Context: an optimization exercise on an open-source flow, tuned for small area. The choices shown serve that exercise and are no tape-out recipe. Only simulation tests tie the RTL to the original design; equivalence was not proved. Power is estimated from default activity; no workload was simulated.

==> flow/design.v <==
package calc_pkg;
    typedef logic [3:0] key_code_t;
    localparam key_code_t KEY_1      = 4'h0;
    localparam key_code_t KEY_2      = 4'h1;
    localparam key_code_t KEY_3      = 4'h2;
    localparam key_code_t KEY_ADD    = 4'h3;
    localparam key_code_t KEY_4      = 4'h4;
    localparam key_code_t KEY_5      = 4'h5;
    localparam key_code_t KEY_6      = 4'h6;
    localparam key_code_t KEY_SUB    = 4'h7;
    localparam key_code_t KEY_7      = 4'h8;
    localparam key_code_t KEY_8      = 4'h9;
    localparam key_code_t KEY_9      = 4'ha;
    localparam key_code_t KEY_MUL    = 4'hb;
    localparam key_code_t KEY_CLEAR  = 4'hc;
    localparam key_code_t KEY_0      = 4'hd;
    localparam key_code_t KEY_EQUALS = 4'he;
    localparam key_code_t KEY_DIV    = 4'hf;
    typedef enum logic [4:0] {
        SCAN_0   = 5'b00001,
        SCAN_1   = 5'b00010,
        SCAN_2   = 5'b00100,
        SCAN_3   = 5'b01000,
        KEY_HELD = 5'b10000
    } scan_state_t;
    typedef enum logic [2:0] {OP_NONE, OP_ADD, OP_SUB, OP_MUL, OP_DIV} calc_op_t;
    localparam int OPERAND_W        = 32;
    localparam int RESULT_W         = 54;
    localparam int BCD_DIGITS       = 16;
    localparam int SCAN_TICK_CYCLES = 64;    
endpackage
module keypad_scanner #(
    parameter int SCAN_TICK_CYCLES = calc_pkg::SCAN_TICK_CYCLES
) (
    input  logic                clk,
    input  logic                reset_p,
    input  logic [3:0]          row,
    output logic [3:0]          col,
    output calc_pkg::key_code_t key_value,
    output logic                key_valid
);
    localparam int TICK_W = (SCAN_TICK_CYCLES > 1) ? $clog2(SCAN_TICK_CYCLES) : 1;
    logic [TICK_W-1:0]     tick_cnt;
    logic                  tick;
    calc_pkg::scan_state_t state;
    function automatic logic [1:0] low_index(input logic [3:0] v);
        if (v[0])
            low_index = 2'd0;
        else if (v[1])
            low_index = 2'd1;
        else if (v[2])
            low_index = 2'd2;
        else
            low_index = 2'd3;
    endfunction
    function automatic calc_pkg::scan_state_t next_scan(input calc_pkg::scan_state_t s);
        case (s)
            calc_pkg::SCAN_0: next_scan = calc_pkg::SCAN_1;
            calc_pkg::SCAN_1: next_scan = calc_pkg::SCAN_2;
            calc_pkg::SCAN_2: next_scan = calc_pkg::SCAN_3;
            default:          next_scan = calc_pkg::SCAN_0;
        endcase
    endfunction
    assign tick = (tick_cnt == TICK_W'(SCAN_TICK_CYCLES - 1));
    always_ff @(posedge clk or posedge reset_p) begin
        if (reset_p)
            tick_cnt <= '0;
        else if (tick)
            tick_cnt <= '0;
        else
            tick_cnt <= tick_cnt + 1'b1;
    end
    always_ff @(posedge clk or posedge reset_p) begin
        if (reset_p) begin
            state     <= calc_pkg::SCAN_0;
            col       <= 4'b0001;
            key_value <= '0;
            key_valid <= 1'b0;
        end else if (tick) begin
            case (state)
                calc_pkg::SCAN_0, calc_pkg::SCAN_1, calc_pkg::SCAN_2, calc_pkg::SCAN_3: begin
                    if (row != 4'b0000) begin
                        state     <= calc_pkg::KEY_HELD;    
                        key_valid <= 1'b1;
                        key_value <= {low_index(row), low_index(col)};
                    end else begin
                        state <= next_scan(state);
                        col   <= {col[2:0], col[3]};
                    end
                end
                calc_pkg::KEY_HELD: begin
                    if (row == 4'b0000) begin    
                        state     <= calc_pkg::SCAN_0;
                        col       <= 4'b0001;
                        key_valid <= 1'b0;
                    end
                end
                default: begin
                    state     <= calc_pkg::SCAN_0;
                    col       <= 4'b0001;
                    key_valid <= 1'b0;
                end
            endcase
        end
    end
endmodule
module calc_core #(
    parameter int OPERAND_W = calc_pkg::OPERAND_W,
    parameter int RESULT_W  = calc_pkg::RESULT_W
) (
    input  logic                clk,
    input  logic                reset_p,
    input  calc_pkg::key_code_t key_value,
    input  logic                key_valid,
    output logic [RESULT_W-1:0] result,
    output logic                conv_start,    
    output logic [RESULT_W-1:0] conv_bin
);
    logic                 key_valid_d;
    logic                 key_press;
    logic                 second_stage;    
    calc_pkg::calc_op_t   op;
    calc_pkg::calc_op_t   key_op;
    logic [3:0]           digit;
    logic                 is_digit;
    logic [OPERAND_W-1:0] operand_a;
    logic [OPERAND_W-1:0] operand_b;
    logic [OPERAND_W-1:0] cur_operand;
    logic [OPERAND_W-1:0] entered;
    logic [RESULT_W-1:0]  ext_a;
    logic [RESULT_W-1:0]  ext_b;
    logic [RESULT_W-1:0]  alu_out;
    function automatic logic [3:0] key_digit(input calc_pkg::key_code_t k);
        case (k)
            calc_pkg::KEY_0: key_digit = 4'd0;
            calc_pkg::KEY_1: key_digit = 4'd1;
            calc_pkg::KEY_2: key_digit = 4'd2;
            calc_pkg::KEY_3: key_digit = 4'd3;
            calc_pkg::KEY_4: key_digit = 4'd4;
            calc_pkg::KEY_5: key_digit = 4'd5;
            calc_pkg::KEY_6: key_digit = 4'd6;
            calc_pkg::KEY_7: key_digit = 4'd7;
            calc_pkg::KEY_8: key_digit = 4'd8;
            calc_pkg::KEY_9: key_digit = 4'd9;
            default:         key_digit = 4'hf;
        endcase
    endfunction
    function automatic calc_pkg::calc_op_t key_operator(input calc_pkg::key_code_t k);
        case (k)
            calc_pkg::KEY_ADD: key_operator = calc_pkg::OP_ADD;
            calc_pkg::KEY_SUB: key_operator = calc_pkg::OP_SUB;
            calc_pkg::KEY_MUL: key_operator = calc_pkg::OP_MUL;
            calc_pkg::KEY_DIV: key_operator = calc_pkg::OP_DIV;
            default:           key_operator = calc_pkg::OP_NONE;
        endcase
    endfunction
    assign key_press   = key_valid & ~key_valid_d;
    assign digit       = key_digit(key_value);
    assign is_digit    = (digit != 4'hf);
    assign key_op      = key_operator(key_value);
    assign cur_operand = second_stage ? operand_b : operand_a;
    assign entered     = cur_operand * OPERAND_W'(10) + OPERAND_W'(digit);    
    assign ext_a = RESULT_W'(operand_a);
    assign ext_b = RESULT_W'(operand_b);
    always_comb begin
        case (op)
            calc_pkg::OP_ADD: alu_out = ext_a + ext_b;
            calc_pkg::OP_SUB: alu_out = ext_a - ext_b;
            calc_pkg::OP_MUL: alu_out = ext_a * ext_b;
            calc_pkg::OP_DIV: alu_out = (operand_b == '0) ? '0 : ext_a / ext_b;
            default:          alu_out = '0;
        endcase
    end
    assign conv_bin = result;
    always_ff @(posedge clk or posedge reset_p) begin
        if (reset_p) begin
            key_valid_d  <= 1'b0;
            second_stage <= 1'b0;
            op           <= calc_pkg::OP_NONE;
            operand_a    <= '0;
            operand_b    <= '0;
            result       <= '0;
            conv_start   <= 1'b0;
        end else begin
            key_valid_d <= key_valid;
            conv_start  <= 1'b0;
            if (key_press) begin
                if (is_digit) begin
                    if (second_stage)
                        operand_b <= entered;
                    else
                        operand_a <= entered;
                end else if (key_value == calc_pkg::KEY_CLEAR) begin
                    if (second_stage)
                        operand_b <= '0;
                    else
                        operand_a <= '0;
                end else if (key_op != calc_pkg::OP_NONE) begin
                    if (!second_stage) begin    
                        op           <= key_op;
                        second_stage <= 1'b1;
                    end
                end else if (key_value == calc_pkg::KEY_EQUALS && second_stage) begin
                    result       <= alu_out;
                    conv_start   <= 1'b1;
                    operand_a    <= '0;
                    operand_b    <= '0;
                    op           <= calc_pkg::OP_NONE;
                    second_stage <= 1'b0;
                end
            end
        end
    end
endmodule
module bin_to_bcd #(
    parameter int RESULT_W   = calc_pkg::RESULT_W,
    parameter int BCD_DIGITS = calc_pkg::BCD_DIGITS
) (
    input  logic                    clk,
    input  logic                    reset_p,
    input  logic                    start,    
    input  logic [RESULT_W-1:0]     bin,
    output logic [4*BCD_DIGITS-1:0] bcd,      
    output logic                    done      
);
    localparam int BCD_W = 4 * BCD_DIGITS;
    localparam int CNT_W = $clog2(RESULT_W + 1);
    logic             busy;
    logic [CNT_W-1:0] shift_cnt;
    logic [RESULT_W-1:0] bin_sr;
    logic [BCD_W-1:0] digits;
    logic [BCD_W-1:0] digits_adj;
    logic [BCD_W-1:0] digits_next;
    always_comb begin
        for (int i = 0; i < BCD_DIGITS; i++) begin
            if (digits[4*i +: 4] >= 4'd5)
                digits_adj[4*i +: 4] = digits[4*i +: 4] + 4'd3;
            else
                digits_adj[4*i +: 4] = digits[4*i +: 4];
        end
    end
    assign digits_next = {digits_adj[BCD_W-2:0], bin_sr[RESULT_W-1]};
    always_ff @(posedge clk) begin
        if (!busy && start) begin
            bin_sr <= bin;
            digits <= '0;
        end else if (busy) begin
            bin_sr <= bin_sr << 1;
            digits <= digits_next;
        end
    end
    always_ff @(posedge clk or posedge reset_p) begin
        if (reset_p) begin
            busy      <= 1'b0;
            shift_cnt <= '0;
            done      <= 1'b0;
            bcd       <= '0;
        end else begin
            done <= 1'b0;
            if (!busy) begin
                if (start) begin    
                    busy      <= 1'b1;
                    shift_cnt <= '0;
                end
            end else begin
                shift_cnt <= shift_cnt + 1'b1;
                if (shift_cnt == CNT_W'(RESULT_W - 1)) begin    
                    busy <= 1'b0;
                    bcd  <= digits_next;
                    done <= 1'b1;
                end
            end
        end
    end
endmodule
module keypad_calc_top #(
    parameter int OPERAND_W        = calc_pkg::OPERAND_W,
    parameter int RESULT_W         = calc_pkg::RESULT_W,
    parameter int BCD_DIGITS       = calc_pkg::BCD_DIGITS,
    parameter int SCAN_TICK_CYCLES = calc_pkg::SCAN_TICK_CYCLES
) (
    input  logic                    clk,
    input  logic                    reset_p,
    input  logic [3:0]              row,
    output logic [3:0]              col,
    output logic [3:0]              key_value,
    output logic                    key_valid,
    output logic [RESULT_W-1:0]     result,
    output logic [4*BCD_DIGITS-1:0] result_bcd,
    output logic                    result_ready
);
    logic                conv_start;
    logic [RESULT_W-1:0] conv_bin;
    logic                conv_done;
    keypad_scanner #(.SCAN_TICK_CYCLES(SCAN_TICK_CYCLES)) u_scanner (
        .clk       (clk),
        .reset_p   (reset_p),
        .row       (row),
        .col       (col),
        .key_value (key_value),
        .key_valid (key_valid)
    );
    calc_core #(.OPERAND_W(OPERAND_W), .RESULT_W(RESULT_W)) u_calc (
        .clk        (clk),
        .reset_p    (reset_p),
        .key_value  (key_value),
        .key_valid  (key_valid),
        .result     (result),
        .conv_start (conv_start),
        .conv_bin   (conv_bin)
    );
    bin_to_bcd #(.RESULT_W(RESULT_W), .BCD_DIGITS(BCD_DIGITS)) u_bcd (
        .clk     (clk),
        .reset_p (reset_p),
        .start   (conv_start),
        .bin     (conv_bin),
        .bcd     (result_bcd),
        .done    (conv_done)
    );
    assign result_ready = conv_done;    
endmodule
==> flow/run.sh <==
#!/bin/bash
# synth_recipe.tcl (not shown) runs the flow's synth.tcl, then flattens the netlist and writes it again
# the make line also repeats each setting of config.mk as NAME=value (left out here)
make -C /OpenROAD-flow-scripts/flow DESIGN_CONFIG=/design/flow/config.mk WORK_HOME=/design/flow/orfs CLKGATE_MAP_FILE= SYNTH_SCRIPT=/design/flow/synth_recipe.tcl finish
==> flow/config.mk <==
export PLATFORM = sky130hd
export DESIGN_NAME = keypad_calc_top
export DESIGN_NICKNAME = keypad_calc_top
export VERILOG_FILES = /design/flow/design.v
export SDC_FILE = /design/flow/constraint.sdc
export NUM_CORES = 4
export LEC_CHECK = 0
export CAP_MARGIN = 20
export CORE_MARGIN = 10
export CORE_UTILIZATION = 35
export SLEW_MARGIN = 20
==> flow/constraint.sdc <==
create_clock -name core_clock -period 260.0 [get_ports {clk}]
set_input_delay 52.0000 -clock core_clock [delete_from_list [all_inputs] [get_ports {clk}]]
set_output_delay 52.0000 -clock core_clock [all_outputs]
set_load 0.01 [all_outputs]
==> summary.txt <==
flip-flops by register name, summed over array words and instances, names as in the netlist:
register             flops
u_bcd.bcd               64
u_bcd.digits            64
u_bcd.bin_sr            54
u_calc.result           54
u_calc.operand_a        32
u_calc.operand_b        32
u_bcd.shift_cnt          6
u_scanner.tick_cnt       6
u_scanner.state          5
u_scanner.col            4
u_scanner.key_value      4
u_calc.op                3
u_bcd.busy               1
u_bcd.done               1
u_calc.conv_start        1
u_calc.key_valid_d       1
u_calc.second_stage      1
u_scanner.key_valid      1
cell usage in the layout (no fill, tap or decap), types with 109 or more instances in the layout:
cell type | Yosys | routed
nand4_1 | 143 | 143
ha_1 | 1596 | 1596
a21oi_1 | 1090 | 1089
inv_1 | 1312 | 1279
mux2_2 | 370 | 370
nand2_1 | 1807 | 1802
nand3_1 | 245 | 242
o21ai_0 | 669 | 667
and2_1 | 281 | 281
buf_4 | 23 | 256
or3_1 | 124 | 124
nor3_1 | 643 | 640
nand2b_1 | 172 | 171
nor2_1 | 1349 | 1339
clkdlybuf4s50_1 | 0 | 133
fa_1 | 857 | 857
or2_2 | 207 | 206
xnor2_1 | 519 | 518
nor2b_1 | 146 | 146
o31ai_1 | 266 | 263
a21o_1 | 318 | 318
o21bai_1 | 110 | 109
dfrtp_1 | 214 | 192
o21a_1 | 550 | 550
xor2_1 | 302 | 301
kinds of logic (layout without fill, tap and decap cells):
group                      after synthesis  in the layout  synth area share, %
AOI/OAI and AO/OA                     4026           4026                 22.8
xor gates and xnor gates               823            823                 6.13
adders and majority gates             2456           2456                 31.5
buffers and inverters                 1953           1789                 6.32
DFF                                    334            334                 7.04
muxes                                  458            458                 4.28
other                                    1             36              0.00318
and+or+nand+nor                       5501           5501                 22.0
metal layers:
layer  routed length, um  vias up
met5                 106        -
met4               21800       16
met3               36800      877
met2              189000     4599
met1              192000    55400
li1                    -    54700
area by class of cell:
cell class	count	area share, %
diodes	14	0.0277
clock buffers	57	0.966
clock inverters	27	0.314
inverters	1313	3.91
multi-input cells	13300	81.1
flip-flops and latches	334	6.60
well taps	4515	4.47
repair buffers	392	2.61
metrics by stage:
stage	hold slack, ns	total power [W]	utilization [%]
detailed placement	0.472	1.57	37.1
floorplan	0.441	1.74	-
global route	0.478	1.57	37.6
finish	0.450	1.56	37.6
CTS	0.449	1.57	37.6
global placement	0.465	1.56	37.1
==> flow_summary.json <==
{
  "path_buf_inv": 38,
  "p_int_w": 0.670,
  "r2r_slack_ns": 40.80,
  "grt_max_degree": 93,
  "fin_crit_ns": 219.20,
  "h-tree-depth": 2,
  "dieHeight_um": 601,
  "port_buffers": 133,
  "synth_area_um2": 118000,
  "grt_overflow": 0,
  "reg2reg_from": "u_calc.operand_b[24]",
  "synth_warnings": 3,
  "p_switching_w": 0.889,
  "endpoint_kind": "flop",
  "detail-route-antenna-nets": 0,
  "ys.flop_type": "dfrtp_1",
  "gr-usage-all-layers_pct": 23.2,
  "worst_ep_arrival_time_ns": 219.81,
  "drt_wl_total_um": 440000,
  "cp_max_fo": 65,
  "dp.cells": 19800,
  "synth_top_area_share_pct": 16.9,
  "yosysMostFrequentCell": "nand2_1",
  "synth_cells": 15600,
  "min_path_cells": 2,
  "hold_violations": 0,
  "worstSetupStartpointType": "flop",
  "drtIter0Drc": 10000,
  "combPwrFrac_pct": 100.0,
  "cts_sinks": 334,
  "cts_buffers": 45,
  "multiInputGateArea_um2": 103000,
  "slew_viol_final": 0,
  "path_clk_slew_ns": 0.07,
  "synth_edf_count": 54,
  "grt_pass1_vias": 110000,
  "top_power_group": "combinational cells",
  "gp_congestion": 0.987,
  "cts_setup_buffers": 0,
  "fill_cells": 35300,
  "dr.pass1.iters": 6,
  "crit_family": "compound AO/OA/AOI/OAI gates",
  "relSlewSlack_pct": 20.0,
  "core_um2": 336000,
  "p_seq_w": 0.0000529,
  "die_area_um2": 361000,
  "yosysTopAreaCell": "ha_1",
  "worst_pin_slew_ns": 1.20,
  "crit_path_start": "u_calc.operand_b[24]",
  "pwr-share-seq_pct": 0,
  "gr-usage-met2_pct": 36.3,
  "fin_setup_tns_ns": 0,
  "path_class": "reg -> reg",
  "vdd_drop_max_mv": 6.59,
  "place_area_um2": 125000,
  "reg2reg_depth": 886,
  "ys_seq_elements": 334,
  "r2r-end": "u_calc.result[0]",
  "cp_slowest_cell": "a2111oi_1",
  "p_clk_share_pct": 0,
  "dp_hpwl_um": 349000,
  "fin_crit_sh_pct": 84.3,
  "slowest_delay_ns": 0.94,
  "grt_busiest_layer": "met2",
  "cts_tree": "built",
  "crit_end": "u_calc.result[0]",
  "crit_top_cell": "o21a_1",
  "cts_root_buf": "clkbuf_16",
  "pwr_density_cell_nw_per_um2": 12300,
  "final_cell_count_no_fill": 19900,
  "required_ns": 260.61,
  "cts-resized-gates": 0,
  "comb_power_w": 1.56,
  "use_met1_pct": 31.5,
  "viasPerCell": 5.79,
  "routedWlPerCell_um": 22.1,
  "min_to": "u_bcd.digits[0]",
  "leakage_nw": 55.2,
  "synth.distinct_cells": 141,
  "io-pin-count": 134,
  "row_count": 213,
  "syn_avg_cell_area_um2": 7.59,
  "skew_ns": 0.139,
  "start_util_pct": 35.1,
  "rsz0062_at_grt": "no",
  "maxCapViolations": 0,
  "grt_first_pass_wirelength_um": 667000,
  "syn2layout_area_growth_pct": 7.14,
  "die_x_um": 601,
  "clock.fmax_mhz": 4.56,
  "clockBufferDepth": 3,
  "p_clk_w": 0.0000697,
  "ys_top_cells_by_count": "nand2_1 (1807), ha_1 (1596), nor2_1 (1349), inv_1 (1312), a21oi_1 (1090)",
  "async_flop_share_pct": 64.7,
  "status": "complete, no violations",
  "drcViolationCount": 0,
  "hp-class": "reg -> reg",
  "seq_area_um2": 8340,
  "insertion_delay_ns": 0.76,
  "path_depth": 875,
  "fin_nets": 17800,
  "drive_gt1_share_pct": 7.50,
  "swShare_pct": 57.0,
  "preCtsSetupSlack_ns": 45.52,
  "globalRouteMet3Util_pct": 3.98,
  "yosys-top-cells-area": "ha_1 (17%), fa_1 (15%), nand2_1 (5.7%)",
  "seq_area_frac_synth_pct": 7.04,
  "setup_slack_ns": 40.80,
  "antenna_found_initial": 27,
  "setup_viol": 0,
  "vias": 116000,
  "hold_start": "u_bcd.bin_sr[53]",
  "hold_buffers": 0,
  "design_area_um2": 126000
}

## afterwards: timing with drivers on the ports
No port has a modelled driver above. Below, the same layout with a new extraction and two added sets of constraints.
Step 1, drivers: a clkbuf_16 drives clk and a buf_2 each remaining input, both assumed.
Step 2 adds t to the input delays and takes it off the output delays; t is the mean of the earliest and latest rising clock arrival at the registers after step 1. Input paths then give back, and output paths get back, about the clock's delay inside the block.
a / b / c = no drivers / after step 1 / after step 2; a / b = the first two.
shift t [ns]: 0.791
slack for setup (ns): 40.804 / 40.804 / 40.804
worst setup path at the end: register to register
slew at the worst register clock pin (ns): 0.08 / 0.08
After both steps this run still meets setup and hold. For this run, drivers alone change the setup slack by 0.000 ns; drivers and shift together by 0.000 ns.
